Background: an optimization exercise with open tools, aiming at small area, a short achievable clock period and few clock cycles. Do not read the settings as production practice. Where RTL was checked, it was by simulation tests only, not by an equivalence proof against the original. For run 1, only the layout was checked, not whether the RTL still works. Power and IR drop assume default switching activity.

==> flow/design.v <==
package rlfb_pkg;
  localparam logic [6:0] PCT_MAX = 7'd100;
  localparam logic [2:0] CMD_TICK      = 3'd0;
  localparam logic [2:0] CMD_SET       = 3'd1;
  localparam logic [2:0] CMD_INTENSITY = 3'd2;
  localparam logic [2:0] CMD_BLINK     = 3'd3;
  localparam logic [2:0] CMD_FADE_IN   = 3'd4;
  localparam logic [2:0] CMD_FADE_OUT  = 3'd5;
  localparam logic [2:0] CMD_OFF       = 3'd6;
  localparam logic [2:0] CMD_NOP       = 3'd7;
endpackage
module rlfb_div (
  input  logic [7:0] rem,
  input  logic [7:0] total,
  output logic       qbit,
  output logic [7:0] rem_nxt
);
  logic [8:0] rem2;
  logic [8:0] diff;
  always_comb begin
    rem2    = {rem, 1'b1};
    diff    = rem2 - {1'b0, total};
    qbit    = !diff[8];
    rem_nxt = qbit ? diff[7:0] : rem2[7:0];
  end
endmodule
module rlfb_lane (
  input  logic       eng,     
  input  logic       ins,     
  input  logic       bit_i,
  input  logic [7:0] y,
  input  logic       cbit,
  input  logic [6:0] p,
  input  logic [7:0] e,
  input  logic [7:0] lo,
  input  logic [7:0] hi,
  input  logic [7:0] d,
  output logic [7:0] x,
  output logic [7:0] h
);
  logic [7:0] a;
  logic [9:0] s;
  logic [1:0] w;
  logic [7:0] x255;
  logic [8:0] si;
  logic [1:0] wi;
  logic [8:0] si1;
  logic [8:0] si2;
  logic [6:0] xi;
  logic [1:0] ww;
  logic [7:0] pp;
  logic [7:0] h0;
  logic [7:0] h1;
  logic [7:0] h2;
  always_comb begin
    a    = eng ? lo : e;
    s    = {2'b00, a} + {2'b00, lo} + {2'b00, (bit_i ? y : 8'd0)};
    w    = (s >= 10'd510) ? 2'd2 : ((s >= 10'd255) ? 2'd1 : 2'd0);
    x255 = (w == 2'd2) ? s[7:0] + 8'd2 : ((w == 2'd1) ? s[7:0] + 8'd1 : s[7:0]);
    si   = {1'b0, lo[6:0], 1'b0} + {2'b00, (cbit ? p : 7'd0)};
    si1  = si - 9'd100;
    si2  = si - 9'd200;
    wi   = !si2[8] ? 2'd2 : (!si1[8] ? 2'd1 : 2'd0);
    xi   = (wi == 2'd2) ? si2[6:0] : ((wi == 2'd1) ? si1[6:0] : si[6:0]);
    x    = ins ? {1'b0, xi} : x255;
    ww   = ins ? wi : w;
    pp   = (eng || ins) ? hi : d;
    h0   = pp + hi;
    h1   = pp + hi + 8'd1;
    h2   = pp + hi + 8'd2;
    h    = (ww == 2'd2) ? h2 : ((ww == 2'd1) ? h1 : h0);
  end
endmodule
module rlfb_merge (
  input  logic [23:0] data,
  input  logic        pol,
  input  logic        invert,
  output logic [23:0] out_tdata
);
  assign out_tdata = data ^ {24{pol ^ invert}};
endmodule
module rgb_led_fade_blink_driver_core (
  input  logic        clk,
  input  logic        rst_n,
  input  logic        cfg_we,
  input  logic        cfg_wdata,    
  input  logic        in_tvalid,
  output logic        in_tready,
  input  logic [71:0] in_tdata,
  input  logic [2:0]  in_tuser,     
  output logic        out_tvalid,
  input  logic        out_tready,
  output logic [23:0] out_tdata,    
  output logic [1:0]  out_tuser     
);
  logic        busy_r;
  logic        fade_r;
  logic        sub_r;
  logic [15:0] acc_r;
  logic [15:0] dur_r;
  logic [7:0]  total_r;
  logic [7:0]  left_r;       
  logic [8:0]  xr_r;         
  logic [7:0]  rem_r;        
  logic        qb_r;         
  logic [2:0]  cnt_r;
  logic        dv_busy_r;    
  logic        ln_busy_r;    
  logic        in_busy_r;    
  logic [23:0] base_r;
  logic [23:0] e_r;
  logic [23:0] lo_r;
  logic [23:0] hi_r;
  logic        inv_r;
  logic        ov_r;
  logic [23:0] data_r;
  logic        pol_r;
  logic [1:0]  user_r;
  logic [23:0] in_rgb;
  logic [6:0]  in_pct;
  logic [15:0] in_on;
  logic [15:0] in_dur;
  logic [7:0]  in_steps;
  logic [7:0]  steps_c;
  logic [6:0]  pct_c;
  logic [7:0]  steps_fill;
  logic [2:0]  steps_msb;
  logic        on_zero;
  logic        dur_zero;
  logic        fade_go;
  assign in_rgb   = in_tdata[23:0];
  assign in_pct   = in_tdata[30:24];
  assign in_on    = in_tdata[46:31];
  assign in_dur   = in_tdata[62:47];
  assign in_steps = in_tdata[70:63];
  always_comb begin
    steps_c  = (in_steps == 8'd0) ? 8'd1 : in_steps;
    pct_c    = (in_pct > rlfb_pkg::PCT_MAX) ? rlfb_pkg::PCT_MAX : in_pct;
    on_zero  = (in_on == 16'd0);
    dur_zero = (in_dur == 16'd0);
    fade_go  = (in_dur >= {8'd0, steps_c});
    steps_fill[7] = 1'b0;
    for (int i = 6; i >= 0; i--) steps_fill[i] = steps_fill[i+1] | steps_c[i+1];
    steps_msb[2] = |steps_c[7:4];
    steps_msb[1] = steps_msb[2] ? |steps_c[7:6] : |steps_c[3:2];
    steps_msb[0] = steps_msb[2] ? (steps_msb[1] ? steps_c[7] : steps_c[5])
                                : (steps_msb[1] ? steps_c[3] : steps_c[1]);
  end
  logic [15:0] acc_sub;
  logic        acc_hit;
  logic        carry;
  logic [8:0]  xr_d;
  logic [8:0]  xr_nxt;
  logic        last_step;
  logic        dur_r_zero;
  logic        setup;
  always_comb begin
    acc_sub    = acc_r - {8'd0, total_r};
    acc_hit    = (acc_r[15:9] == 7'd0) && (acc_r[8:0] < {total_r, 1'b0});
    carry      = sub_r ? !xr_r[8] : xr_r[8];
    xr_d       = {1'b0, rem_r} - (carry ? {1'b0, total_r} : 9'd0);
    xr_nxt     = sub_r ? xr_r + xr_d : xr_r - xr_d;
    last_step  = (left_r == 8'd1);
    dur_r_zero = (dur_r == 16'd0);
    setup      = dv_busy_r || ln_busy_r;
  end
  logic       qbit;
  logic [7:0] rem_nxt;
  rlfb_div u_div (
    .rem     (rem_r),
    .total   (total_r),
    .qbit    (qbit),
    .rem_nxt (rem_nxt)
  );
  logic [23:0] lane_x;
  logic [23:0] lane_h;
  for (genvar c = 0; c < 3; c++) begin : g_lane
    rlfb_lane u_lane (
      .eng   (ln_busy_r),
      .ins   (in_busy_r),
      .bit_i (ln_busy_r ? qb_r : carry),
      .y     (base_r[8*c +: 8]),
      .cbit  (base_r[8*c+7]),
      .p     (total_r[6:0]),
      .e     (e_r[8*c +: 8]),
      .lo    (lo_r[8*c +: 8]),
      .hi    (hi_r[8*c +: 8]),
      .d     (data_r[8*c +: 8]),
      .x     (lane_x[8*c +: 8]),
      .h     (lane_h[8*c +: 8])
    );
  end
  logic out_free;
  logic take;
  logic in_done;
  logic c_tick, c_nop, c_set, c_int, c_blink, c_fade, c_fin, c_off;
  logic st_any, st_fade, st_bon;
  logic ev_tick, ev_fstep, ev_bon, ev_end, ev_rej;
  logic ev_set, ev_int, ev_blink, ev_fade, ev_off;
  always_comb begin
    c_tick  = (in_tuser == rlfb_pkg::CMD_TICK);
    c_nop   = (in_tuser == rlfb_pkg::CMD_NOP);
    c_set   = (in_tuser == rlfb_pkg::CMD_SET);
    c_int   = (in_tuser == rlfb_pkg::CMD_INTENSITY);
    c_blink = (in_tuser == rlfb_pkg::CMD_BLINK);
    c_fade  = (in_tuser[2:1] == 2'b10);
    c_fin   = !in_tuser[0];
    c_off   = (in_tuser == rlfb_pkg::CMD_OFF);
    st_any  = busy_r && acc_hit;
    st_fade = st_any && fade_r;
    st_bon  = st_any && !fade_r && sub_r;
    out_free  = !ov_r || out_tready;
    in_tready = out_free && !in_busy_r && !(setup && st_fade);
    take      = in_tvalid && in_tready;
    in_done   = in_busy_r && (cnt_r == 3'd7) && out_free;
    ev_tick  = take && c_tick && busy_r;
    ev_fstep = take && c_tick && st_fade;
    ev_bon   = take && c_tick && st_bon;
    ev_end   = take && c_tick && st_any &&
               (fade_r ? last_step : (!sub_r || dur_r_zero));
    ev_rej   = take && busy_r && !c_tick && !c_nop;
    ev_set   = take && !busy_r && c_set;
    ev_int   = take && !busy_r && c_int;
    ev_blink = take && !busy_r && c_blink;
    ev_fade  = take && !busy_r && c_fade;
    ev_off   = take && !busy_r && c_off;
  end
  always_ff @(posedge clk) begin
    if (!rst_n) begin
      busy_r <= 1'b0;
    end else if (ev_end) begin
      busy_r <= 1'b0;
    end else if (ev_blink) begin
      busy_r <= !(on_zero && dur_zero);
    end else if (ev_fade) begin
      busy_r <= fade_go;
    end
  end
  always_ff @(posedge clk) begin
    if (ev_blink || ev_fade) begin
      fade_r <= c_fade;
    end
    if (ev_blink) begin
      sub_r <= !on_zero;
    end else if (ev_fade) begin
      sub_r <= c_fin;
    end else if (ev_bon) begin
      sub_r <= 1'b0;
    end
    if (ev_tick) begin
      acc_r <= st_any ? dur_r : acc_sub;
    end else if (ev_blink) begin
      acc_r <= on_zero ? in_dur : in_on;
    end else if (ev_fade) begin
      acc_r <= in_dur;
    end
    if (ev_blink || ev_fade) begin
      dur_r <= in_dur;
    end
    if (ev_blink) begin
      total_r <= 8'd1;
    end else if (ev_fade) begin
      total_r <= steps_c;
    end else if (ev_int) begin
      total_r <= {1'b0, pct_c};
    end
    if (ev_fade) begin
      left_r <= steps_c;
    end else if (ev_fstep) begin
      left_r <= left_r - 8'd1;
    end
    if (dv_busy_r && cnt_r == 3'd7) begin
      xr_r <= sub_r ? {1'b0, rem_nxt} - {1'b0, total_r} : 9'd0 - {1'b0, rem_nxt};
    end else if (ev_fstep) begin
      xr_r <= xr_nxt;
    end
    if (ev_fade) begin
      rem_r <= steps_fill;
    end else if (dv_busy_r) begin
      rem_r <= rem_nxt;
    end
    qb_r <= qbit;
    if (ev_fade || ev_int) begin
      cnt_r <= ev_fade ? steps_msb : 3'd0;
    end else if (dv_busy_r || (in_busy_r && (cnt_r != 3'd7 || out_free))) begin
      cnt_r <= cnt_r + 3'd1;
    end
    if (ev_fade || ev_int) begin
      base_r <= in_rgb;
    end else if (in_busy_r) begin
      base_r <= {base_r[22:16], 1'b0, base_r[14:8], 1'b0, base_r[6:0], 1'b0};
    end
    if (ev_fade) begin
      e_r <= c_fin ? 24'd0 : {3{8'd254}};
    end else if (ev_fstep) begin
      e_r <= lane_x;
    end
    if (ev_fade || ev_int) begin
      lo_r <= '0;
      hi_r <= '0;
    end else if (ln_busy_r || (in_busy_r && (cnt_r != 3'd7 || out_free))) begin
      lo_r <= lane_x;
      hi_r <= lane_h;
    end
  end
  always_ff @(posedge clk) begin
    if (!rst_n) begin
      dv_busy_r <= 1'b0;
      ln_busy_r <= 1'b0;
      in_busy_r <= 1'b0;
    end else begin
      ln_busy_r <= dv_busy_r;
      if (ev_fade) begin
        dv_busy_r <= fade_go;
      end else if (dv_busy_r && cnt_r == 3'd7) begin
        dv_busy_r <= 1'b0;
      end
      if (ev_int) begin
        in_busy_r <= 1'b1;
      end else if (in_done) begin
        in_busy_r <= 1'b0;
      end
    end
  end
  always_ff @(posedge clk) begin
    if (!rst_n) begin
      inv_r <= 1'b0;
      ov_r  <= 1'b0;
    end else begin
      if (cfg_we) inv_r <= cfg_wdata;
      if ((take && !ev_int) || in_done) begin
        ov_r <= 1'b1;
      end else if (out_tready) begin
        ov_r <= 1'b0;
      end
    end
  end
  always_ff @(posedge clk) begin
    if (!rst_n) begin
      data_r <= '0;
      pol_r  <= 1'b0;
    end else if (ev_fstep) begin
      data_r <= lane_h;
    end else if (in_done) begin
      data_r <= lane_h;
      pol_r  <= 1'b0;
    end else if (ev_bon || ev_off) begin
      data_r <= '0;
      pol_r  <= 1'b0;
    end else if (ev_set) begin
      data_r <= in_rgb;
      pol_r  <= 1'b0;
    end else if (ev_blink) begin
      data_r <= on_zero ? 24'd0 : in_rgb;
      pol_r  <= 1'b0;
    end else if (ev_fade) begin
      data_r <= (c_fin == fade_go) ? 24'd0 : (c_fin ? in_rgb : ~in_rgb);
      pol_r  <= !c_fin && fade_go;
    end
  end
  always_ff @(posedge clk) begin
    if (in_done) begin
      user_r <= 2'b00;
    end else if (take) begin
      user_r[1] <= ev_rej;
      if (ev_end) begin
        user_r[0] <= 1'b0;
      end else if (ev_blink) begin
        user_r[0] <= !(on_zero && dur_zero);
      end else if (ev_fade) begin
        user_r[0] <= fade_go;
      end else begin
        user_r[0] <= busy_r;
      end
    end
  end
  rlfb_merge u_merge (
    .data      (data_r),
    .pol       (pol_r),
    .invert    (inv_r),
    .out_tdata (out_tdata)
  );
  assign out_tvalid = ov_r;
  assign out_tuser  = user_r;
endmodule
==> flow/run.sh <==
#!/bin/bash
# synth_recipe.tcl (not shown) runs the flow's synth.tcl, then flattens the netlist and writes it again
# the make line also repeats each setting of config.mk as NAME=value (left out here)
make -C /OpenROAD-flow-scripts/flow DESIGN_CONFIG=/design/flow/config.mk WORK_HOME=/design/flow/orfs CLKGATE_MAP_FILE= SYNTH_SCRIPT=/design/flow/synth_recipe.tcl finish
==> flow/config.mk <==
export PLATFORM = sky130hd
export DESIGN_NAME = rgb_led_fade_blink_driver_core
export DESIGN_NICKNAME = rgb_led_fade_blink_driver_core
export VERILOG_FILES = /design/flow/design.v
export SDC_FILE = /design/flow/constraint.sdc
export NUM_CORES = 4
export LEC_CHECK = 0
export CAP_MARGIN = 20
export CORE_MARGIN = 2
export CORE_UTILIZATION = 70
export PLACE_DENSITY = 0.8
export SLEW_MARGIN = 20
==> flow/constraint.sdc <==
create_clock -name core_clock -period 7.0 [get_ports {clk}]
set_input_delay 1.4000 -clock core_clock [delete_from_list [all_inputs] [get_ports {clk}]]
set_output_delay 1.4000 -clock core_clock [all_outputs]
set_load 0.01 [all_outputs]
==> flow_metrics.env, run 1 <==
export IMPL_io_buffers=107
export IMPL_clockRootBuffer="clkbuf_16"
export IMPL_die_h_um=166.6
export IMPL_p_per_area_nw_per_um2=410.3
export IMPL_period_share_pct=86.96
export IMPL_hold_viol=0
export IMPL_antenna_found_initial=0
export IMPL_cp_required_ns=7.33
export IMPL_hold_path_class="flop to flop"
export IMPL_drtIter0Drc=1955
export IMPL_slew_viol_final=0
export IMPL_vias=17500
export IMPL_peakVddDrop_v=0.0003308
export IMPL_worstPathMaxFanout=19
export IMPL_drc=0
export IMPL_post_cts_setup_buffers=0
export IMPL_fp_row_count=59
export IMPL_synth_top_flop_cell="edfxtp_1"
export IMPL_yosysTopAreaCell="edfxtp_1"
export IMPL_end_kind="flop"
export IMPL_clk_latency_ns=0.45
export IMPL_async_flop_share_pct=0
export IMPL_outcome="finished clean"
export IMPL_hpwl_um=38730
export IMPL_antenna_left=0
export IMPL_grt_pass1_wl_um=85310
export IMPL_fin_skew_ns=0.01749
export IMPL_n_fill_cell=1865
export IMPL_drive_gt1_share_pct=6.325
export IMPL_grt_max_degree=66
export IMPL_post_cts_resized=0
export IMPL_finalWirelength_um=53300
export IMPL_synthAdderAreaFrac_pct=13.77
export IMPL_syn_to_final_growth_pct=10.45
export IMPL_yosysTopAreaCellShare_pct=17.69
export IMPL_synth_seq_cells=200
export IMPL_synthMuxAreaShare_pct=5.145
export IMPL_grt_pass1_vias=17040
export IMPL_hold_buffers=0
export IMPL_die_area_um2=27750
export IMPL_yosys_top_cells_area="edfxtp_1, ha_1, dfxtp_1, xnor2_1, a21oi_1"
export IMPL_postSynthCellCount=2185
export IMPL_start_util_pct=71.22
export IMPL_nNetsFinal=2523
export IMPL_rsz0062_at_grt="false"
export IMPL_yosysWarnings=3
export IMPL_crit_path_start_kind="flop"
export IMPL_drv_cap=0
export IMPL_worstMarginPinSlew_ns=1.069
export IMPL_clock_sinks=200
export IMPL_cellLeakagePower_nw=8.379
export IMPL_routabilityCongestion=0.9476
export IMPL_yosys_cell_types_count=95
export IMPL_tritoncts="done"
export IMPL_core_area_um2=25980
export IMPL_synthXorXnorAreaFrac_pct=8.891
export IMPL_max_freq_mhz=164.3
export IMPL_io_pins=109
export IMPL_synth_compound_area_share_pct=23.06
export IMPL_htreeDepth=4
export IMPL_finalPower_w=0.008386
export IMPL_firstDrtPassIters=14
export IMPL_synth_top_family_by_area="compound AO/OA/AOI/OAI gates"
export IMPL_setup_violations=0
export IMPL_syn_num_nets=2460
export IMPL_synth_simple_area_share_pct=17.59
export IMPL_synth_most_common_cell="nand2_1"
export IMPL_fp_dieW_um=166.6
export IMPL_multi_input_area_um2=12710
export IMPL_vias_per_cell=6.740
export IMPL_pre_cts_slack_ns=0.9269
export IMPL_seq_area_um2=5096
export IMPL_cts_buffers_inserted=17
export IMPL_cts_max_path_buffers=2
export IMPL_worst_setup_path_type="flop to flop"
export IMPL_setup_tns_ns=0
export IMPL_synth_edf_count=109
export IMPL_grt_total_usage_pct=37.55
export IMPL_fin_ws_ns=0.9131
export IMPL_period_minus_slack_ns=6.087
export IMPL_design_area_um2=20440
export IMPL_wl_per_cell_um=20.53
export IMPL_num_antenna_cells=0
export IMPL_place_area_um2=19860
export IMPL_syn_area_um2=18510
export IMPL_path_clk_slew_ns=0.09
export IMPL_overflow=0
export IMPL_worstPathArrival_ns=6.42
export IMPL_slew_headroom_pct=28.16
export IMPL_synth_common_cells="nand2_1, ha_1, a21oi_1"
export IMPL_syn_avg_cell_area_um2=8.470
export IMPL_seq_area_frac_synth_pct=27.53
metrics by stage:
stage               hold slack, ns  utilization, %  cells
global placement            0.4590           76.44   2564
global route                0.5130           78.66   2596
detailed placement          0.4680           76.44   2564
CTS                         0.4808           78.64   2596
floorplan                   0.4467               -   2185
finish                      0.4779           78.66   2596
state kept, by name (all words and copies together), names as in the netlist, 2 cells and up:
signal and cells:
xr_r 9, left_r 8, acc_r 16, dur_r 16
e_r 24, total_r 8, hi_r 24, lo_r 24
user_r 2, rem_r 8, data_r 24, cnt_r 3
base_r 24
final cells by class:
class	instances	area share (%)
tap	335	2.051
inverter	117	2.149
multi-input combinational	1787	62.17
clock inverter	15	0.7162
timing repair buffer	125	5.901
sequential	200	24.93
clock buffer	17	2.081
where the power goes:
group | switching (W) | total (W) | internal (W)
combinational | 0.00329 | 0.00561 | 0.00232
clock | 0.000534 | 0.00101 | 0.000480
sequential | 0.000214 | 0.00176 | 0.00154
total | 0.00404 | 0.00839 | 0.00435
routing by layer:
metal  share of wire, %  vias to the layer above  global-route usage [%]
met2                 45                      956                   60.06
met4                3.5                        0                   14.54
li1                   -                     8139                       -
met3                 10                      168                   6.915
met1                 42                     8235                   50.73
met5                  0                        -                       0
cells by family (layout without fill, tap and decap cells):
kind of cell,after synthesis,count (layout)
fa+ha+maj,194,194
simple gates,674,674
mux,89,89
xor+xnor,187,187
buf+inv,198,274
flops,200,200
compound gates,643,643
critical path, stage by stage (launching register included):
cell and delay (ns):
dfxtp_1 1.02, buf_4 0.32, mux2_2 0.35, ha_1 0.22, a21o_1 0.19, a21oi_1 0.32, o21bai_1 0.11, a21oi_1 0.23
xnor2_1 0.20, ha_1 0.33, or4b_1 0.53, nand3_1 0.16, nand3_2 0.14, nor4_2 0.51, nor2_1 0.23, o32ai_4 0.46
xor2_1 0.25, nor2_1 0.11, o31ai_1 0.29
cell usage in the layout (no fill, tap or decap), drive strengths merged, types with 13 or more instances in the layout:
cell | netlist | layout
nor3 | 50 | 50
nand2 | 210 | 210
o21bai | 24 | 24
nor4 | 22 | 22
o22ai | 17 | 17
dfxtp | 91 | 91
buf | 9 | 18
xnor2 | 131 | 131
o21a | 18 | 18
a21oi | 174 | 174
nor2b | 22 | 22
nand3 | 55 | 55
inv | 114 | 126
and3 | 13 | 13
or3 | 13 | 13
o21ai | 145 | 145
a31oi | 15 | 15
ha | 178 | 178
and2 | 63 | 63
edfxtp | 109 | 109
a211oi | 52 | 52
clkbuf | 72 | 17
mux2 | 49 | 49
mux2i | 40 | 40
nand2b | 19 | 19
clkdlybuf4s50 | 0 | 107
fa | 16 | 16
o211ai | 32 | 32
nand4 | 17 | 17
a21o | 40 | 40
nor2 | 154 | 154
xor2 | 56 | 56
path summary, 6_finish.rpt:
kind	to	cells past startpoint	slack (ns)	start
setup / recovery	hi_r[2]$_SDFFE_PN0P_	18	0.91	ln_busy_r$_SDFF_PN0_
hold / removal	hi_r[10]$_SDFFE_PN0P_	2	0.48	hi_r[10]$_SDFFE_PN0P_
setup reg to reg	hi_r[2]$_SDFFE_PN0P_	18	0.91	ln_busy_r$_SDFF_PN0_
hold reg to reg	hi_r[10]$_SDFFE_PN0P_	2	0.48	hi_r[10]$_SDFFE_PN0P_
==> run 2: changes to the inputs <==
--- a/flow/design.v
+++ b/flow/design.v
@@ -40,3 +40,2 @@
 );
-  logic [7:0] a;
   logic [9:0] s;
@@ -55,4 +54,3 @@
   always_comb begin
-    a    = eng ? lo : e;
-    s    = {2'b00, a} + {2'b00, lo} + {2'b00, (bit_i ? y : 8'd0)};
+    s    = {2'b00, e} + {2'b00, lo} + {2'b00, (bit_i ? y : 8'd0)};
     w    = (s >= 10'd510) ? 2'd2 : ((s >= 10'd255) ? 2'd1 : 2'd0);
@@ -104,3 +102,3 @@
   logic [7:0]  rem_r;        
-  logic        qb_r;         
+  logic        bit_r;        
   logic [2:0]  cnt_r;
@@ -140,3 +138,4 @@
     dur_zero = (in_dur == 16'd0);
-    fade_go  = (in_dur >= {8'd0, steps_c});
+    fade_go  = (in_dur[15:8] != 8'd0) ||
+               ((in_steps == 8'd0) ? (in_dur[7:0] != 8'd0) : (in_dur[7:0] >= in_steps));
     steps_fill[7] = 1'b0;
@@ -150,3 +149,2 @@
   logic        acc_hit;
-  logic        carry;
   logic [8:0]  xr_d;
@@ -159,4 +157,3 @@
     acc_hit    = (acc_r[15:9] == 7'd0) && (acc_r[8:0] < {total_r, 1'b0});
-    carry      = sub_r ? !xr_r[8] : xr_r[8];
-    xr_d       = {1'b0, rem_r} - (carry ? {1'b0, total_r} : 9'd0);
+    xr_d       = {1'b0, rem_r} - (bit_r ? {1'b0, total_r} : 9'd0);
     xr_nxt     = sub_r ? xr_r + xr_d : xr_r - xr_d;
@@ -180,3 +177,3 @@
       .ins   (in_busy_r),
-      .bit_i (ln_busy_r ? qb_r : carry),
+      .bit_i (bit_r),
       .y     (base_r[8*c +: 8]),
@@ -227,2 +224,12 @@
   end
+  logic [8:0] xr_new;
+  always_comb begin
+    if (dv_busy_r && cnt_r == 3'd7) begin
+      xr_new = sub_r ? {1'b0, rem_nxt} - {1'b0, total_r} : 9'd0 - {1'b0, rem_nxt};
+    end else if (ev_fstep) begin
+      xr_new = xr_nxt;
+    end else begin
+      xr_new = xr_r;
+    end
+  end
   always_ff @(posedge clk) begin
@@ -271,7 +278,4 @@
     end
-    if (dv_busy_r && cnt_r == 3'd7) begin
-      xr_r <= sub_r ? {1'b0, rem_nxt} - {1'b0, total_r} : 9'd0 - {1'b0, rem_nxt};
-    end else if (ev_fstep) begin
-      xr_r <= xr_nxt;
-    end
+    xr_r  <= xr_new;
+    bit_r <= dv_busy_r ? qbit : (sub_r ? !xr_new[8] : xr_new[8]);
     if (ev_fade) begin
@@ -281,3 +285,2 @@
     end
-    qb_r <= qbit;
     if (ev_fade || ev_int) begin
@@ -292,5 +295,7 @@
     end
-    if (ev_fade) begin
-      e_r <= c_fin ? 24'd0 : {3{8'd254}};
-    end else if (ev_fstep) begin
+    if (ev_fade || ev_int) begin
+      e_r <= '0;
+    end else if (ln_busy_r && !dv_busy_r) begin
+      e_r <= sub_r ? 24'd0 : {3{8'd254}};
+    end else if (ev_fstep || ln_busy_r || in_busy_r) begin
       e_r <= lane_x;
--- a/flow/config.mk
+++ b/flow/config.mk
@@ -9,4 +9,3 @@
 export CORE_MARGIN = 2
-export CORE_UTILIZATION = 70
-export PLACE_DENSITY = 0.8
+export CORE_UTILIZATION = 40
 export SLEW_MARGIN = 20
==> run 2 against run 1 <==
Compared with the run above:
- still clean on timing, DRC and antenna
- utilization shrank 33 points
- clock power about the same
- non-clock buffer count up 6
- highest routed layer unchanged
==> flow_metrics.env, run 2 <==
export IMPL_hold_path_class="flop to flop"
export IMPL_finalWirelength_um=57060
export IMPL_drv_cap=0
export IMPL_cts_max_path_buffers=2
export IMPL_drc=0
export IMPL_period_share_pct=73.83
export IMPL_firstDrtPassIters=5
export IMPL_fin_skew_ns=0.01973
export IMPL_end_kind="flop"
export IMPL_yosys_top_cells_area="edfxtp_1, dfxtp_1, ha_1, xnor2_1, nand2_1"
export IMPL_sw_frac_of_total_pct=49.77
export IMPL_routabilityCongestion=0.8937
export IMPL_final_cells=3021
export IMPL_antenna_left=0
export IMPL_slew_viol_final=0
export IMPL_cp_top_family="simple AND/OR/NAND/NOR gates"
export IMPL_post_cts_setup_buffers=0
export IMPL_worstPathArrival_ns=5.59
export IMPL_pwr_share_seq_pct=18.8
export IMPL_placed_cells=2987
export IMPL_path_clk_slew_ns=0.08
export IMPL_period_minus_slack_ns=5.168
export IMPL_syn_area_um2=19010
export IMPL_synth_most_common_cell="nand2_1"
export IMPL_p_clk_share_pct=11.1
export IMPL_outcome="finished clean"
export IMPL_final_common_cell="nand2_1"
export IMPL_critPathSlowestCell="mux2i_1"
export IMPL_grt_pass1_vias=16890
export IMPL_crit_path_start_kind="flop"
export IMPL_max_freq_mhz=193.5
export IMPL_synth_top_flop_cell="dfxtp_1"
export IMPL_cellLeakagePower_nw=8.712
export IMPL_async_flop_share_pct=0
export IMPL_fp_row_count=79
export IMPL_yosysTopAreaCell="edfxtp_1"
export IMPL_place_area_um2=20700
export IMPL_vias_per_cell=5.816
export IMPL_grt_max_degree=60
export IMPL_comb_power_share_pct=70.1
export IMPL_cell_internal_pwr_w=0.004560
export IMPL_cp_required_ns=7.42
export IMPL_cts_buffers_inserted=17
export IMPL_syn_num_nets=2620
export IMPL_yosys_cell_types_count=105
export IMPL_grt_pass1_wl_um=90760
export IMPL_htreeDepth=4
export IMPL_wl_per_cell_um=18.89
export IMPL_drive_gt1_share_pct=6.672
export IMPL_syn_avg_cell_area_um2=8.105
export IMPL_io_buffers=107
export IMPL_setup_tns_ns=0
export IMPL_rsz0062_at_grt="false"
export IMPL_grt_total_usage_pct=22.89
export IMPL_die_area_um2=49280
export IMPL_fp_dieW_um=222.0
export IMPL_p_per_area_nw_per_um2=426.8
export IMPL_drtIter0Drc=1250
export IMPL_slew_headroom_pct=33.44
export IMPL_hold_viol=0
export IMPL_clk_latency_ns=0.48
export IMPL_n_fill_cell=4601
export IMPL_core_area_um2=46750
export IMPL_worstMarginPinSlew_ns=0.9960
export IMPL_die_h_um=222.0
export IMPL_power_switching_w=0.004518
export IMPL_tritoncts="done"
export IMPL_peakVddDrop_v=0.0002459
export IMPL_hold_buffers=0
export IMPL_yosysTopAreaCellShare_pct=13.27
export IMPL_start_util_pct=40.65
export IMPL_antenna_found_initial=1
export IMPL_seq_area_frac_synth_pct=25.49
export IMPL_worst_setup_path_type="flop to flop"
export IMPL_synth_seq_cells=200
export IMPL_setup_violations=0
export IMPL_post_cts_resized=0
export IMPL_synth_edf_count=84
export IMPL_design_area_um2=21270
export IMPL_hpwl_um=43520
export IMPL_max_stage_delay_ns=0.56
export IMPL_worstPathBufferInverterCount=2
export IMPL_postSynthCellCount=2345
export IMPL_vias=17570
export IMPL_yosysWarnings=3
export IMPL_nNetsFinal=2675
export IMPL_io_pins=109
export IMPL_worstPathMaxFanout=11
export IMPL_crit_chain="inv_1 > ha_1 > nor2b_1 > o2111a_1 > or3_1 > nand3_1 > and2_1 > mux2i_1 > inv_1 > ha_1 > o21a_1 > o21ai_0 > a21oi_1 > o21a_1 > nor2_1 > o21bai_1 > a21oi_1 > o32ai_1 > a31oi_1 > and3_1"
export IMPL_fin_hold_ws_ns=0.4744
export IMPL_clock_sinks=200
export IMPL_final_cell_mix="nand2_1, a21oi_1, ha_1"
export IMPL_clockRootBuffer="clkbuf_16"
export IMPL_syn_to_final_growth_pct=11.92
export IMPL_synth_common_cells="nand2_1, a21oi_1, ha_1"
export IMPL_overflow=0
## run 2: logic make-up (layout without fill, tap and decap cells)
kind of cell	Yosys count	after routing	share of synthesized area [%]
AO/OA/AOI/OAI	703	703	24.61
adder cells (fa/ha/maj)	194	194	13.40
buffers and inverters	224	292	4.489
flip-flops	200	200	25.49
multiplexers	64	64	3.574
other	0	1	0
AND/OR/NAND/NOR	789	789	20.55
XOR/XNOR	171	171	7.880
## run 2: per-stage QoR
stage / power [W] / utilization [%] / setup WS [ns]
2_1_floorplan: 0.006503 / - / 2.653
4_1_cts: 0.009024 / 45.48 / 1.819
5_1_grt: 0.009879 / 45.50 / 1.417
6_report: 0.009078 / 45.50 / 1.832
3_3_place_gp: 0.007825 / 44.25 / 1.601
3_5_place_dp: 0.007973 / 44.27 / 1.546
## run 2: power by group through the flow
stage / registers, W / clock network [W] / logic [W]
floorplan: 0.00163 / 0 / 0.00487
global placement: 0.00172 / 0 / 0.00611
detailed placement: 0.00173 / 0 / 0.00625
CTS: 0.00170 / 0.00102 / 0.00630
global route: 0.00174 / 0.00106 / 0.00708
finish: 0.00171 / 0.00101 / 0.00636
## run 2: final timing paths
kind	cells past startpoint	slack (ns)	endpoint	startpoint
max	20	1.83	xr_r[8]$_DFF_P_	total_r[2]$_SDFFE_PP0N_
min	2	0.47	lo_r[7]$_SDFFE_PN0P_	lo_r[7]$_SDFFE_PN0P_
max reg2reg	20	1.83	xr_r[8]$_DFF_P_	total_r[2]$_SDFFE_PP0N_
min reg2reg	2	0.47	lo_r[7]$_SDFFE_PN0P_	lo_r[7]$_SDFFE_PN0P_
## run 2: cell type report
type / instances / area [µm²] / share of cell area, %
Antenna cell: 1 / 2.502 / 0.01176
Clock buffer: 18 / 429.2 / 2.018
Clock inverter: 14 / 138.9 / 0.6529
Inverter: 129 / 484.2 / 2.276
Multi-Input combinational cell: 1921 / 13360 / 62.82
Sequential cell: 200 / 4846 / 22.78
Tap cell: 607 / 759.5 / 3.570
Timing Repair Buffer: 131 / 1249 / 5.870
## run 2: layer usage
layer  vias up  GRT usage [%]  share of wire (%)
met1      8354          31.76                 48
li1       8676              -                  -
met2       469          36.42                 44
met5         -              0                  0
met4         0          7.302                2.3
met3        71          3.525                5.5
## run 2: worst min-delay path: stages (launching register included)
cell	delay (ns)
dfxtp_1	0.32
nand2_1	0.06
a21oi_1	0.05
Testbench counts of run 2, summed over its fixed seeds: cycles 31,785.
==> run 3: changes to the inputs <==
--- a/flow/config.mk
+++ b/flow/config.mk
@@ -7,2 +7,3 @@
 export LEC_CHECK = 0
+export ABC_AREA = 1
 export CAP_MARGIN = 20
==> run 3 against run 2 <==
Compared with the run above:
- still clean
- routed wire length increased by 9.7%
- sequential share of layout area decreased by 1.7 points
- global-route usage increased by 0.79 points
- total power increased by 16%
- sequential power about the same
- register-to-register slack improved by 0.55 ns
- fmax increased by 11%
- critical path type is now flop to primary output
- largest power group unchanged
==> flow_metrics.env, run 3 <==
export IMPL_outcome="finished clean"
export IMPL_post_cts_resized=0
export IMPL_worst_setup_path_type="flop to primary output"
export IMPL_n_fill_cell=5472
export IMPL_clockRootBuffer="clkbuf_16"
export IMPL_vias_per_cell=5.098
export IMPL_hold_buffers=0
export IMPL_syn_num_nets=3502
export IMPL_clock_sinks=200
export IMPL_grt_pass1_vias=18930
export IMPL_routabilityCongestion=0.9235
export IMPL_power_switching_w=0.005730
export IMPL_slew_headroom_pct=29.69
export IMPL_yosysTopAreaCell="nand2_1"
export IMPL_setup_tns_ns=0
export IMPL_final_util_pct=44.72
export IMPL_wl_per_cell_um=15.76
export IMPL_cts_max_path_buffers=2
export IMPL_nNetsFinal=3553
export IMPL_yosys_top_cells_area="nand2_1, edfxtp_1, dfxtp_1, ha_1, inv_1"
export IMPL_postSynthCellCount=3227
export IMPL_antenna_found_initial=1
export IMPL_worst_r2r_setup_slack_ns=2.38
export IMPL_drc=0
export IMPL_cell_internal_pwr_w=0.004790
export IMPL_yosys_cell_types_count=66
export IMPL_cts_buffers_inserted=17
export IMPL_ff2ff_path_depth=24
export IMPL_fp_row_count=83
export IMPL_syn_avg_cell_area_um2=6.452
export IMPL_sw_frac_of_total_pct=54.47
export IMPL_vias=20250
export IMPL_hold_path_class="flop to flop"
export IMPL_grt_max_degree=71
export IMPL_synth_seq_cells=200
export IMPL_cp_required_ns=5.60
export IMPL_yosysWarnings=3
export IMPL_cp_top_family="simple AND/OR/NAND/NOR gates"
export IMPL_synth_top_family_by_area="simple AND/OR/NAND/NOR gates"
export IMPL_synthMuxAreaShare_pct=0
export IMPL_drv_cap=0
export IMPL_drtIter0Drc=1735
export IMPL_antenna_left=0
export IMPL_period_share_pct=66.47
export IMPL_p_clk_share_pct=9.7
export IMPL_post_cts_setup_buffers=0
export IMPL_worstPathBufferInverterCount=2
export IMPL_synth_compound_area_share_pct=13.38
export IMPL_fin_skew_ns=0.01444
export IMPL_timing_rr_end="bit_r$_DFF_P_"
export IMPL_clk_latency_ns=0.50
export IMPL_synth_simple_area_share_pct=34.38
export IMPL_synthAdderAreaFrac_pct=12.24
export IMPL_p_per_area_nw_per_um2=457.6
export IMPL_rsz0062_at_grt="false"
export IMPL_drive_gt1_share_pct=5.469
export IMPL_synth_common_cells="nand2_1, inv_1, nand3_1"
export IMPL_syn_to_final_growth_pct=10.43
export IMPL_path_clk_slew_ns=0.07
export IMPL_cpMostUsedCell="nand2_1"
export IMPL_synth_most_common_cell="nand2_1"
export IMPL_async_flop_share_pct=0
export IMPL_period_minus_slack_ns=4.653
export IMPL_io_buffers=107
export IMPL_io_pins=109
export IMPL_comb_power_share_pct=73.7
export IMPL_end_kind="primary output"
export IMPL_worstMarginPinSlew_ns=1.052
export IMPL_fp_dieW_um=232.1
export IMPL_core_area_um2=51410
export IMPL_die_h_um=232.1
export IMPL_cellLeakagePower_nw=11.80
export IMPL_final_cell_mix="nand2_1, inv_1, nand3_1"
export IMPL_yosysTopAreaCellShare_pct=17.52
export IMPL_crit_chain="inv_1 > ha_1 > nand2_1 > nand2_1 > nand2_1 > nand2_1 > nand2_1 > nand3_2 > nor2_4 > nand3_4 > and2_1 > clkdlybuf4s50_1"
export IMPL_firstDrtPassIters=5
export IMPL_worstPathMaxFanout=8
export IMPL_grt_pass1_wl_um=101000
export IMPL_die_area_um2=53890
export IMPL_start_util_pct=40.50
export IMPL_max_freq_mhz=214.9
export IMPL_tritoncts="done"
export IMPL_htreeDepth=4
export IMPL_crit_path_start_kind="flop"
export IMPL_synthXorXnorAreaFrac_pct=6.292
export IMPL_peakVddDrop_v=0.0002063
export IMPL_max_stage_delay_ns=0.73
export IMPL_synth_edf_count=84
export IMPL_seq_area_frac_synth_pct=23.27
export IMPL_pwr_share_seq_pct=16.6
export IMPL_r2r_start="total_r[0]$_SDFFE_PP1N_"
export IMPL_final_common_cell="nand2_1"
export IMPL_critPathSlowestCell="dfxtp_1"
export IMPL_slew_viol_final=0
export IMPL_hold_viol=0
export IMPL_worstPathArrival_ns=3.25
export IMPL_holdCritStartpoint="e_r[8]$_SDFFE_PN0P_"
export IMPL_grt_total_usage_pct=23.68
export IMPL_num_antenna_cells=0
export IMPL_hold_path_end="e_r[8]$_SDFFE_PN0P_"
export IMPL_syn_area_um2=20820
export IMPL_overflow=0
export IMPL_finalWirelength_um=62590
export IMPL_hpwl_um=47500
export IMPL_synth_top_flop_cell="dfxtp_1"
export IMPL_hold_path_depth=2
export IMPL_setup_violations=0
run 3: changes by cell type after synthesis, sizes merged, moves of 49 or more:
cell	change
xnor2	-60
nand3	+169
nor2	+72
inv	+334
and2	-55
nand2	+759
o21ai	+49
run 3: worst max path at each step:
| stage | from | to | slack, ns | cells past startpoint |
|---|---|---|---|---|
| finish | total_r[1]$_SDFFE_PP0N_ | in_tready | 2.35 | 12 |
| CTS | total_r[1]$_SDFFE_PP0N_ | in_tready | 2.25 | 12 |
| detailed placement | in_tuser[0] | acc_r[1]$_DFFE_PP_ | 1.94 | 9 |
| floorplan | bit_r$_DFF_P_ | bit_r$_DFF_P_ | 3.24 | 27 |
| global placement | in_tuser[0] | acc_r[0]$_DFFE_PP_ | 2.01 | 9 |
| global route | total_r[0]$_SDFFE_PP1N_ | bit_r$_DFF_P_ | 1.97 | 26 |
run 3: cell type report:
| class | instances | area [µm²] | share of cell area [%] |
|---|---|---|---|
| repair buffers | 120 | 1164 | 5.061 |
| multi-input cells | 2473 | 13810 | 60.09 |
| flip-flops and latches | 200 | 4845 | 21.07 |
| well taps | 680 | 850.8 | 3.701 |
| clock buffers | 21 | 440.4 | 1.916 |
| inverters | 466 | 1752 | 7.619 |
| clock inverters | 11 | 125.1 | 0.5442 |
run 3: layer usage:
metal  up-vias  part of all wire, %  GRT usage (%)
li1      10580                    -              -
met1      9109                   49          33.44
met2       502                   44          38.15
met3        57                  4.8          3.180
met4         0                  1.5          5.389
met5         -                    0              0
run 3: power groups by stage:
stage / Sequential [W] / Clock (W) / Combinational (W)
final: 0.00174 / 0.00102 / 0.00776
after global routing: 0.00178 / 0.00108 / 0.00888
after CTS: 0.00174 / 0.00104 / 0.00772
after detailed placement: 0.00177 / 0 / 0.00767
after global placement: 0.00177 / 0 / 0.00766
after floorplan: 0.00167 / 0 / 0.00600
run 3: cells by family after synthesis:
family | count (synthesis)
and+or+nand+nor | 1625
xor gates and xnor gates | 144
DFF | 200
buffers and inverters | 554
AOI/OAI and AO/OA | 510
adders and majority gates | 194
run 3: per-stage QoR:
step	cell area (µm²)	hold WS, ns	power (W)	instances	worst slack (ns)
floorplan	20820	0.4488	0.007669	3227	3.239
global placement	22430	0.4590	0.009429	3939	2.013
detailed placement	22430	0.4629	0.009442	3939	1.938
CTS	22990	0.4747	0.01051	3971	2.252
global route	22990	0.4931	0.01174	3971	1.974
finish	22990	0.4757	0.01052	3971	2.347
run 3: worst register-to-register path, stage by stage (launching register included):
cell	delay (ns)
dfxtp_1	0.76
nand2_1	0.10
inv_1	0.08
ha_1	0.13
inv_1	0.07
fa_1	0.54
inv_1	0.06
ha_1	0.26
inv_1	0.03
o21ai_0	0.34
inv_1	0.11
fa_1	0.44
o21ai_0	0.42
and3_1	0.26
o21ai_0	0.08
nand2_1	0.11
nand3_1	0.07
nand2_1	0.10
nand3_1	0.07
nand2_1	0.10
nand2_1	0.06
nand2_1	0.13
nand2_1	0.07
nand3_1	0.08
nand2_1	0.05
==> run 4: changes to the inputs <==
--- a/flow/design.v
+++ b/flow/design.v
@@ -102,2 +102,4 @@
   logic [7:0]  rem_r;        
+  logic [8:0]  d0_r;         
+  logic [8:0]  d1_r;         
   logic        bit_r;        
@@ -149,4 +151,5 @@
   logic        acc_hit;
-  logic [8:0]  xr_d;
   logic [8:0]  xr_nxt;
+  logic [8:0]  d0_set;
+  logic [8:0]  d1_set;
   logic        last_step;
@@ -157,4 +160,5 @@
     acc_hit    = (acc_r[15:9] == 7'd0) && (acc_r[8:0] < {total_r, 1'b0});
-    xr_d       = {1'b0, rem_r} - (bit_r ? {1'b0, total_r} : 9'd0);
-    xr_nxt     = sub_r ? xr_r + xr_d : xr_r - xr_d;
+    xr_nxt     = xr_r + (bit_r ? d1_r : d0_r);
+    d0_set     = sub_r ? {1'b0, rem_r} : 9'd0 - {1'b0, rem_r};
+    d1_set     = sub_r ? {1'b0, rem_r} - {1'b0, total_r} : {1'b0, total_r} - {1'b0, rem_r};
     last_step  = (left_r == 8'd1);
@@ -226,4 +230,4 @@
   always_comb begin
-    if (dv_busy_r && cnt_r == 3'd7) begin
-      xr_new = sub_r ? {1'b0, rem_nxt} - {1'b0, total_r} : 9'd0 - {1'b0, rem_nxt};
+    if (ln_busy_r && !dv_busy_r) begin
+      xr_new = sub_r ? d1_set : d0_set;
     end else if (ev_fstep) begin
@@ -279,2 +283,6 @@
     xr_r  <= xr_new;
+    if (ln_busy_r && !dv_busy_r) begin
+      d0_r <= d0_set;
+      d1_r <= d1_set;
+    end
     bit_r <= dv_busy_r ? qbit : (sub_r ? !xr_new[8] : xr_new[8]);
==> run 4 against run 3 <==
Compared with the run above:
- final cell count is 3.2% lower
- combinational power fell by 15%
- global-route usage down 0.55 points
- critical path type is now flop to flop
- count of clock-buffer cells in the layout rose by 14
- clock power grew about 30%
- die area down 1.2%
- area after synthesis fell by 1.2%
- non-clock buffer count grew 1
- first-iteration DRC count is 13% lower
- clock skew about the same
==> flow_metrics.env, run 4 <==
export IMPL_yosys_top_cells_area="nand2_1, edfxtp_1, dfxtp_1, ha_1, inv_1"
export IMPL_path_clk_slew_ns=0.06
export IMPL_overflow=0
export IMPL_period_share_pct=71.11
export IMPL_wl_met1_um=28720
export IMPL_die_h_um=230.8
export IMPL_nNetsFinal=3419
export IMPL_clk_latency_ns=0.56
export IMPL_rsz0062_at_grt="false"
export IMPL_worstPathMaxFanout=52
export IMPL_io_buffers=107
export IMPL_hold_viol=0
export IMPL_max_freq_mhz=200.9
export IMPL_clock_sinks=218
export IMPL_antenna_found_initial=2
export IMPL_grt_max_degree=81
export IMPL_fin_skew_ns=0.01455
export IMPL_synth_common_cells="nand2_1, inv_1, o21ai_0"
export IMPL_yosysWarnings=3
export IMPL_yosysTopAreaCell="nand2_1"
export IMPL_cp_required_ns=7.03
export IMPL_grt_total_usage_pct=23.14
export IMPL_end_kind="flop"
export IMPL_hold_buffers=0
export IMPL_dr_wl_met3_um=3516
export IMPL_placed_cells=3797
export IMPL_hold_path_class="flop to flop"
export IMPL_worstPathArrival_ns=5.01
export IMPL_firstDrtPassIters=7
export IMPL_setup_tns_ns=0
export IMPL_cts_buffers_inserted=26
export IMPL_fp_row_count=83
export IMPL_post_cts_setup_buffers=0
export IMPL_seq_area_frac_synth_pct=26.18
export IMPL_io_pins=109
export IMPL_drtIter0Drc=1509
export IMPL_start_util_pct=40.26
export IMPL_postSynthCellCount=3088
export IMPL_synth_seq_cells=218
export IMPL_grt_pass1_wl_um=100900
export IMPL_cts_max_path_buffers=3
export IMPL_synth_top_flop_cell="dfxtp_1"
export IMPL_clockRootBuffer="clkbuf_16"
export IMPL_fp_dieW_um=230.8
export IMPL_dr_max_layer_used="met5"
export IMPL_drive_gt1_share_pct=5.187
export IMPL_tritoncts="done"
export IMPL_setup_violations=0
export IMPL_yosysTopAreaCellShare_pct=16.22
export IMPL_antenna_left=0
export IMPL_worstMarginPinSlew_ns=1.057
export IMPL_grt_pass1_vias=19420
export IMPL_syn_num_nets=3362
export IMPL_syn_avg_cell_area_um2=6.662
export IMPL_drc=0
export IMPL_worst_setup_path_type="flop to flop"
export IMPL_post_cts_resized=0
export IMPL_peakVddDrop_v=0.0001753
export IMPL_async_flop_share_pct=0
export IMPL_wl_met2_um=28260
export IMPL_vias=20180
export IMPL_period_minus_slack_ns=4.978
export IMPL_p_per_area_nw_per_um2=424.7
export IMPL_routabilityCongestion=0.8976
export IMPL_slew_headroom_pct=29.37
export IMPL_final_cell_mix="nand2_1, inv_1, o21ai_0"
export IMPL_wl_per_cell_um=16.07
export IMPL_hpwl_um=47780
export IMPL_final_common_cell="nand2_1"
export IMPL_synth_edf_count=102
export IMPL_crit_path_start_kind="flop"
export IMPL_slew_viol_final=0
export IMPL_yosys_cell_types_count=67
export IMPL_vias_per_cell=5.252
export IMPL_final_cells=3843
export IMPL_htreeDepth=1
export IMPL_outcome="finished clean"
export IMPL_cellLeakagePower_nw=11.54
export IMPL_syn_area_um2=20570
export IMPL_core_area_um2=51090
export IMPL_finalWirelength_um=61750
export IMPL_drv_cap=0
export IMPL_die_area_um2=53260
export IMPL_syn_to_final_growth_pct=11.89
export IMPL_synth_most_common_cell="nand2_1"
[run 4: path summary, 6_finish.rpt]
kind,cells after the start,to,startpoint,slack [ns]
max,17,base_r[10]$_DFFE_PP_,total_r[1]$_SDFFE_PP0N_,2.02
min,2,e_r[16]$_SDFFE_PN0P_,e_r[16]$_SDFFE_PN0P_,0.47
max reg2reg,17,base_r[10]$_DFFE_PP_,total_r[1]$_SDFFE_PP0N_,2.02
min reg2reg,2,e_r[16]$_SDFFE_PN0P_,e_r[16]$_SDFFE_PN0P_,0.47
[run 4: final cells by class]
cell class | instances | area (µm²)
Tap cell | 680 | 850.8
Antenna cell | 1 | 2.502
Inverter | 442 | 1660
Timing Repair Buffer | 121 | 1176
Multi-Input combinational cell | 2336 | 13130
Clock buffer | 35 | 735.7
Clock inverter | 10 | 82.58
Sequential cell | 218 | 5385
Fill cell | 5304 | 28080
[run 4: per-layer routing]
layer | track usage, % | vias up
li1 | - | 10200
met1 | 31.52 | 9387
met2 | 39.18 | 520
met3 | 2.619 | 78
met4 | 5.222 | 2
met5 | 0 | -
[run 4: critical path, cell delays in order (launching register included)]
cell and delay, ns:
dfxtp_1 0.74, inv_1 0.34, ha_1 0.35, nand2_1 0.06, nand2_1 0.05, nand2_1 0.05, nand2_1 0.08, nand2_1 0.08
nand3_1 0.08, nor2_2 0.19, nand3_2 0.12, nand3_2 0.12, nor2_2 0.04, buf_4 0.21, nand2_1 0.20, nand2_2 0.09
inv_2 0.70, nand2_1 0.92
[run 4: per-stage QoR]
| stage | utilization, % | setup slack [ns] | cell area, µm² | total power, W | hold WS [ns] |
|---|---|---|---|---|---|
| CTS | 45.05 | 1.999 | 23020 | 0.009772 | 0.4730 |
| global placement | 43.44 | 1.845 | 22200 | 0.008253 | 0.4598 |
| floorplan | - | 3.330 | 20570 | 0.006766 | 0.4488 |
| detailed placement | 43.44 | 1.799 | 22200 | 0.008396 | 0.4645 |
| global route | 45.05 | 1.652 | 23020 | 0.01082 | 0.4971 |
| finish | 45.05 | 2.022 | 23020 | 0.009775 | 0.4724 |
[run 4: cells by family (layout without fill, tap and decap cells)]
kind of cell             count (synthesis)  in the layout  synth area share (%)
multiplexers                            12             12                0.6326
AO/OA/AOI/OAI                          528            528                 14.23
buffers and inverters                  534            608                 10.10
other                                    0              1                     0
flip-flops                             218            218                 26.18
AND/OR/NAND/NOR                       1462           1462                 30.39
XOR/XNOR                               141            141                 6.112
adder cells (fa/ha/maj)                193            193                 12.36
[run 4: power by group]
part	internal [W]	total, W	switching, W
registers	0.00162	0.00188	0.000256
clock network	0.000768	0.00133	0.000562
logic	0.00233	0.00657	0.00424
total	0.00471	0.00977	0.00506
Testbench counts of run 4, summed over its fixed seeds: cycles 31,785.
==> run 5: changes to the inputs <==
--- a/flow/config.mk
+++ b/flow/config.mk
@@ -8,2 +8,3 @@
 export ABC_AREA = 1
+export ABC_CLOCK_PERIOD_IN_PS = 4500
 export CAP_MARGIN = 20
==> run 5 against run 4 <==
Compared with the run above:
- final area stayed put
- fmax unchanged
- total power is the same
- critical endpoint unchanged
==> flow_metrics.env, run 5 <==
export IMPL_outcome="finished clean"
export IMPL_wl_met1_um=28720
export IMPL_syn_avg_cell_area_um2=6.662
export IMPL_tritoncts="done"
export IMPL_finalPower_w=0.009775
export IMPL_cts_buffers_inserted=26
export IMPL_finalWirelength_um=61750
export IMPL_worstMarginPinSlew_ns=1.057
export IMPL_grt_pass1_wl_um=100900
export IMPL_setup_violations=0
export IMPL_slew_viol_final=0
export IMPL_synth_top_flop_cell="dfxtp_1"
export IMPL_max_stage_delay_ns=0.92
export IMPL_async_flop_share_pct=0
export IMPL_hold_viol=0
export IMPL_vias_per_cell=5.252
export IMPL_yosysTopAreaCellShare_pct=16.22
export IMPL_slew_headroom_pct=29.37
export IMPL_synth_edf_count=102
export IMPL_postSynthCellCount=3088
export IMPL_cpMostUsedCell="nand2_1"
export IMPL_die_h_um=230.8
export IMPL_synth_most_common_cell="nand2_1"
export IMPL_seq_area_frac_synth_pct=26.18
export IMPL_synth_simple_area_share_pct=30.39
export IMPL_cell_internal_pwr_w=0.004713
export IMPL_sw_frac_of_total_pct=51.79
export IMPL_yosys_cell_types_count=67
export IMPL_clock_sinks=218
export IMPL_final_common_cell="nand2_1"
export IMPL_cp_top_family="simple AND/OR/NAND/NOR gates"
export IMPL_cts_max_path_buffers=3
export IMPL_cp_required_ns=7.03
export IMPL_fin_hold_ws_ns=0.4724
export IMPL_hold_path_class="flop to flop"
export IMPL_path_clk_slew_ns=0.06
export IMPL_die_area_um2=53260
export IMPL_antenna_left=0
export IMPL_period_share_pct=71.11
export IMPL_critPathSlowestCell="nand2_1"
export IMPL_synth_common_cells="nand2_1, inv_1, o21ai_0"
export IMPL_syn_area_um2=20570
export IMPL_fp_row_count=83
export IMPL_post_cts_setup_buffers=0
export IMPL_synthMuxAreaShare_pct=0.6325
export IMPL_worstPathMaxFanout=52
export IMPL_vias=20180
export IMPL_antenna_found_initial=2
export IMPL_worst_setup_path_type="flop to flop"
export IMPL_routabilityCongestion=0.8976
export IMPL_pwr_share_seq_pct=19.2
export IMPL_period_minus_slack_ns=4.978
export IMPL_drv_cap=0
export IMPL_setup_tns_ns=0
export IMPL_max_freq_mhz=200.9
export IMPL_peakVddDrop_v=0.0001753
export IMPL_comb_power_share_pct=67.2
export IMPL_io_pins=109
export IMPL_cellLeakagePower_nw=11.54
export IMPL_p_per_area_nw_per_um2=424.7
export IMPL_dr_wl_met3_um=3516
export IMPL_synthXorXnorAreaFrac_pct=6.112
export IMPL_overflow=0
export IMPL_grt_pass1_vias=19420
export IMPL_rsz0062_at_grt="false"
export IMPL_crit_path_start_kind="flop"
export IMPL_crit_chain="inv_1 > ha_1 > nand2_1 > nand2_1 > nand2_1 > nand2_1 > nand2_1 > nand3_1 > nor2_2 > nand3_2 > nand3_2 > nor2_2 > buf_4 > nand2_1 > nand2_2 > inv_2 > nand2_1"
export IMPL_p_clk_share_pct=13.6
export IMPL_dr_max_layer_used="met5"
export IMPL_worstPathArrival_ns=5.01
export IMPL_hpwl_um=47780
export IMPL_clockRootBuffer="clkbuf_16"
export IMPL_final_cell_mix="nand2_1, inv_1, o21ai_0"
export IMPL_post_cts_resized=0
export IMPL_wl_per_cell_um=16.07
export IMPL_yosysWarnings=3
export IMPL_grt_max_degree=81
export IMPL_drive_gt1_share_pct=5.187
export IMPL_firstDrtPassIters=7
export IMPL_synthAdderAreaFrac_pct=12.36
export IMPL_worstPathBufferInverterCount=3
export IMPL_nNetsFinal=3419
export IMPL_drc=0
export IMPL_htreeDepth=1
export IMPL_grt_total_usage_pct=23.14
export IMPL_syn_num_nets=3362
export IMPL_synth_top_family_by_area="simple AND/OR/NAND/NOR gates"
export IMPL_clk_latency_ns=0.56
export IMPL_fp_dieW_um=230.8
export IMPL_fin_skew_ns=0.01455
export IMPL_yosys_top_cells_area="nand2_1, edfxtp_1, dfxtp_1, ha_1, inv_1"
export IMPL_io_buffers=107
export IMPL_hold_buffers=0
export IMPL_core_area_um2=51090
export IMPL_syn_to_final_growth_pct=11.89
export IMPL_synth_seq_cells=218
export IMPL_power_switching_w=0.005062
export IMPL_end_kind="flop"
export IMPL_synth_compound_area_share_pct=14.23
export IMPL_yosysTopAreaCell="nand2_1"
export IMPL_drtIter0Drc=1509
export IMPL_wl_met2_um=28260
export IMPL_start_util_pct=40.26
run 5: cell counts after synthesis:
No cell type changed its count.
run 5: power groups by stage:
stage / sequential (W) / combinational, W / clock, W
floorplan: 0.00179 / 0.00497 / 0
global placement: 0.00189 / 0.00636 / 0
detailed placement: 0.00190 / 0.00650 / 0
CTS: 0.00188 / 0.00654 / 0.00135
global route: 0.00191 / 0.00752 / 0.00140
finish: 0.00188 / 0.00657 / 0.00133
run 5: stage by stage:
step / worst slack (ns) / std cells / cell area [µm²] / utilization (%)
CTS: 1.999 / 3842 / 23020 / 45.05
finish: 2.022 / 3843 / 23020 / 45.05
global route: 1.652 / 3843 / 23020 / 45.05
global placement: 1.845 / 3797 / 22200 / 43.44
floorplan: 3.330 / 3088 / 20570 / -
detailed placement: 1.799 / 3797 / 22200 / 43.44
run 5: logic make-up after synthesis:
logic type                 after synthesis
AOI/OAI and AO/OA                      528
adders and majority gates              193
xor gates and xnor gates               141
muxes                                   12
DFF                                    218
buffers and inverters                  534
and+or+nand+nor                       1462
run 5: final cells by class:
cell class | instances | area (µm²)
clock inverter | 10 | 82.58
tap | 680 | 850.8
multi-input combinational | 2336 | 13130
sequential | 218 | 5385
timing repair buffer | 121 | 1176
inverter | 442 | 1660
fill | 5304 | 28080
antenna | 1 | 2.502
clock buffer | 35 | 735.7
run 5: layer usage:
layer / vias to the layer above / track usage, %
met3: 78 / 2.619
met1: 9387 / 31.52
met2: 520 / 39.18
met4: 2 / 5.222
li1: 10200 / -
met5: - / 0
run 5: final timing paths:
path | startpoint | endpoint | slack, ns | cells after the start
max | total_r[1]$_SDFFE_PP0N_ | base_r[10]$_DFFE_PP_ | 2.02 | 17
max reg2reg | total_r[1]$_SDFFE_PP0N_ | base_r[10]$_DFFE_PP_ | 2.02 | 17
min | e_r[16]$_SDFFE_PN0P_ | e_r[16]$_SDFFE_PN0P_ | 0.47 | 2
min reg2reg | e_r[16]$_SDFFE_PN0P_ | e_r[16]$_SDFFE_PN0P_ | 0.47 | 2
run 5: worst min-delay path, delay by kind of cell (launching register included):
kind             cells  cell delay [ns]
AND/OR/NAND/NOR      1             0.06
flip-flops           1             0.31
AO/OA/AOI/OAI        1             0.05
==> run 6: changes to the inputs <==
--- a/flow/config.mk
+++ b/flow/config.mk
@@ -8,3 +8,2 @@
 export ABC_AREA = 1
-export ABC_CLOCK_PERIOD_IN_PS = 4500
 export CAP_MARGIN = 20
@@ -12,2 +11,3 @@
 export CORE_UTILIZATION = 40
+export SETUP_SLACK_MARGIN = 2.5
 export SLEW_MARGIN = 20
==> run 6 against run 5 <==
Compared with the run above:
- setup slack better by 0.55 ns
- synthesized cell count unchanged
- via count about the same
- register-to-register slack gained 0.82 ns
- routed wire length increased by 0.65%
- sequential power is essentially flat
- critical path depth shrank 12
- total power grew 0.31%
- clock power about the same
- combinational power about the same
- fmax up 12%
- critical path type is now input pin to primary output
==> flow_metrics.env, run 6 <==
export IMPL_setup_tns_ns=0
export IMPL_hold_buffers=0
export IMPL_cts_buffers_inserted=26
export IMPL_clock_sinks=218
export IMPL_setup_violations=0
export IMPL_clk_latency_ns=0.56
export IMPL_end_kind="primary output"
export IMPL_period_share_pct=63.23
export IMPL_slew_headroom_pct=34.10
export IMPL_io_buffers=107
export IMPL_cp_required_ns=5.60
export IMPL_antenna_left=0
export IMPL_synth_simple_area_share_pct=30.39
export IMPL_clockRootBuffer="clkbuf_16"
export IMPL_slew_viol_final=0
export IMPL_drive_gt1_share_pct=5.622
export IMPL_grt_max_degree=81
export IMPL_final_common_cell="nand2_1"
export IMPL_fp_row_count=83
export IMPL_rsz0062_at_grt="true"
export IMPL_overflow=0
export IMPL_grt_pass1_vias=19420
export IMPL_postSynthCellCount=3088
export IMPL_worstMarginPinSlew_ns=0.9884
export IMPL_hold_path_class="flop to flop"
export IMPL_path_clk_slew_ns=0.05
export IMPL_yosysTopAreaCell="nand2_1"
export IMPL_seq_area_frac_synth_pct=26.18
export IMPL_firstDrtPassIters=6
export IMPL_hpwl_um=47780
export IMPL_yosysTopAreaCellShare_pct=16.22
export IMPL_synth_top_family_by_area="simple AND/OR/NAND/NOR gates"
export IMPL_worstPathBufferInverterCount=2
export IMPL_core_area_um2=51090
export IMPL_finalWirelength_um=62160
export IMPL_crit_chain="clkdlybuf4s50_1 > nor2_1 > nor2_1 > and2_1 > clkdlybuf4s50_1"
export IMPL_yosysWarnings=3
export IMPL_synth_common_cells="nand2_1, inv_1, o21ai_0"
export IMPL_synth_top_flop_cell="dfxtp_1"
export IMPL_fin_skew_ns=0.02391
export IMPL_vias_per_cell=5.245
export IMPL_worstPathArrival_ns=3.03
export IMPL_worstPathMaxFanout=3
export IMPL_critPathSlowestCell="clkdlybuf4s50_1"
export IMPL_tritoncts="done"
export IMPL_async_flop_share_pct=0
export IMPL_vias=20180
export IMPL_synth_most_common_cell="nand2_1"
export IMPL_period_minus_slack_ns=4.426
export IMPL_hold_viol=0
export IMPL_final_cell_mix="nand2_1, inv_1, o21ai_0"
export IMPL_routabilityCongestion=0.8976
export IMPL_htreeDepth=1
export IMPL_drv_cap=0
export IMPL_yosys_top_cells_area="nand2_1, edfxtp_1, dfxtp_1, ha_1, inv_1"
export IMPL_start_util_pct=40.26
export IMPL_syn_to_final_growth_pct=12.25
export IMPL_io_pins=109
export IMPL_nNetsFinal=3423
export IMPL_finalPower_w=0.009805
export IMPL_synth_seq_cells=218
export IMPL_outcome="finished clean"
export IMPL_max_freq_mhz=225.9
export IMPL_yosys_cell_types_count=67
export IMPL_synthAdderAreaFrac_pct=12.36
export IMPL_max_stage_delay_ns=0.55
export IMPL_antenna_found_initial=2
export IMPL_synth_compound_area_share_pct=14.23
export IMPL_synth_edf_count=102
export IMPL_syn_num_nets=3362
export IMPL_worst_setup_path_type="input pin to primary output"
export IMPL_drc=0
export IMPL_crit_path_start_kind="input pin"
export IMPL_synthXorXnorAreaFrac_pct=6.112
export IMPL_syn_avg_cell_area_um2=6.662
export IMPL_die_area_um2=53260
export IMPL_cp_top_family="buffers and inverters"
export IMPL_grt_pass1_wl_um=100900
export IMPL_syn_area_um2=20570
export IMPL_cts_max_path_buffers=3
export IMPL_die_h_um=230.8
export IMPL_peakVddDrop_v=0.0001745
export IMPL_fp_dieW_um=230.8
export IMPL_grt_total_usage_pct=23.14
export IMPL_synthMuxAreaShare_pct=0.6325
export IMPL_drtIter0Drc=1517
export IMPL_wl_per_cell_um=16.16
export IMPL_p_per_area_nw_per_um2=424.6
export IMPL_cellLeakagePower_nw=11.56
## run 6: kinds of logic after synthesis
kind of cell,count (synthesis)
AND/OR/NAND/NOR,1462
multiplexers,12
buffers and inverters,534
flip-flops,218
adder cells (fa/ha/maj),193
XOR/XNOR,141
AO/OA/AOI/OAI,528
## run 6: stage by stage
step | util (%) | hold WS, ns | instances | instance area [µm²] | worst slack, ns
floorplan | - | 0.4488 | 3088 | 20570 | 3.330
global placement | 43.44 | 0.4598 | 3797 | 22200 | 1.845
global route | 45.20 | 0.4971 | 3847 | 23090 | 2.462
finish | 45.20 | 0.4724 | 3847 | 23090 | 2.574
detailed placement | 43.44 | 0.4645 | 3797 | 22200 | 1.799
CTS | 45.08 | 0.4730 | 3842 | 23030 | 2.508
## run 6: path summary, 6_finish.rpt
check                           from                   end  slack, ns  depth (start not counted)
max                       out_tready             in_tready       2.57                          5
min             e_r[16]$_SDFFE_PN0P_  e_r[16]$_SDFFE_PN0P_       0.47                          2
max reg2reg  total_r[1]$_SDFFE_PP0N_  base_r[23]$_DFFE_PP_       2.84                         17
min reg2reg     e_r[16]$_SDFFE_PN0P_  e_r[16]$_SDFFE_PN0P_       0.47                          2
## run 6: area by class of cell
| class | instances | area, µm² |
|---|---|---|
| sequential | 218 | 5401 |
| timing repair buffer | 124 | 1199 |
| clock buffer | 35 | 735.7 |
| fill | 5295 | 28000 |
| tap | 680 | 850.8 |
| multi-input combinational | 2337 | 13160 |
| antenna | 1 | 2.502 |
| inverter | 442 | 1664 |
| clock inverter | 10 | 82.58 |
## run 6: where the power goes
part	total, W	switching (W)	internal (W)
Combinational	0.00659	0.00426	0.00233
Clock	0.00133	0.000563	0.000768
Sequential	0.00188	0.000258	0.00162
## run 6: what timing repair did
item	4_1_cts	5_1_grt
pin swaps	0	1
gates resized for setup	7	9
endpoints found under the setup margin	46	48
setup buffers	0	3
cloned	0	1
## run 6: worst register-to-register path, delay by kind of cell (launching register included)
kind / cells / cell delay, ns
adder cells (fa/ha/maj): 1 / 0.31
flip-flops: 1 / 0.47
buffers and inverters: 3 / 1.12
AND/OR/NAND/NOR: 13 / 1.81
## run 6: per-layer routing
layer  vias up  share of wire, %  track usage [%]
met5         -             0.021                0
met4         2               2.4            5.222
met3        91               5.6            2.619
met2       528                46            39.18
met1      9355                46            31.52
li1      10200                 -                -

==> what the ideal ports hide <==
The results above use ideal ports. As a check the final layouts listed here were re-extracted and re-timed, cells and wires unchanged. Step 1, drivers: a clkbuf_16 drives clk and a buf_2 each remaining input, both assumed. Step 2 adds t to the input delays and takes it off the output delays; t is the mean of the earliest and latest rising clock arrival at the registers after step 1. Input paths then give back, and output paths get back, about the clock's delay inside the block. a / b / c = ideal ports / drivers / drivers and shift; a / b = the first two.
| run | t, ns | setup slack, ns | clock arrival spread, ns | cell pins on the clock port's net |
|---|---|---|---|---|
| run 1 | 0.502 | 0.913 / 0.913 / 0.828 | 0.017 / 0.018 | 1 |
| run 2 | 0.526 | 1.832 / 1.832 / 1.544 | 0.020 / 0.020 | 1 |
| run 3 | 0.548 | 2.347 / 2.293 / 1.893 | 0.014 / 0.014 | 1 |
| run 4 | 0.608 | 2.022 / 2.022 / 1.740 | 0.015 / 0.014 | 1 |
| run 5 | 0.608 | 2.022 / 2.022 / 1.740 | 0.015 / 0.014 | 1 |
| run 6 | 0.606 | 2.574 / 2.535 / 2.114 | 0.024 / 0.024 | 1 |
After both steps every run listed still meets setup and hold. The setup slack of run 6, which loses most, moves by -0.039 ns with the drivers and by -0.460 ns with both steps.
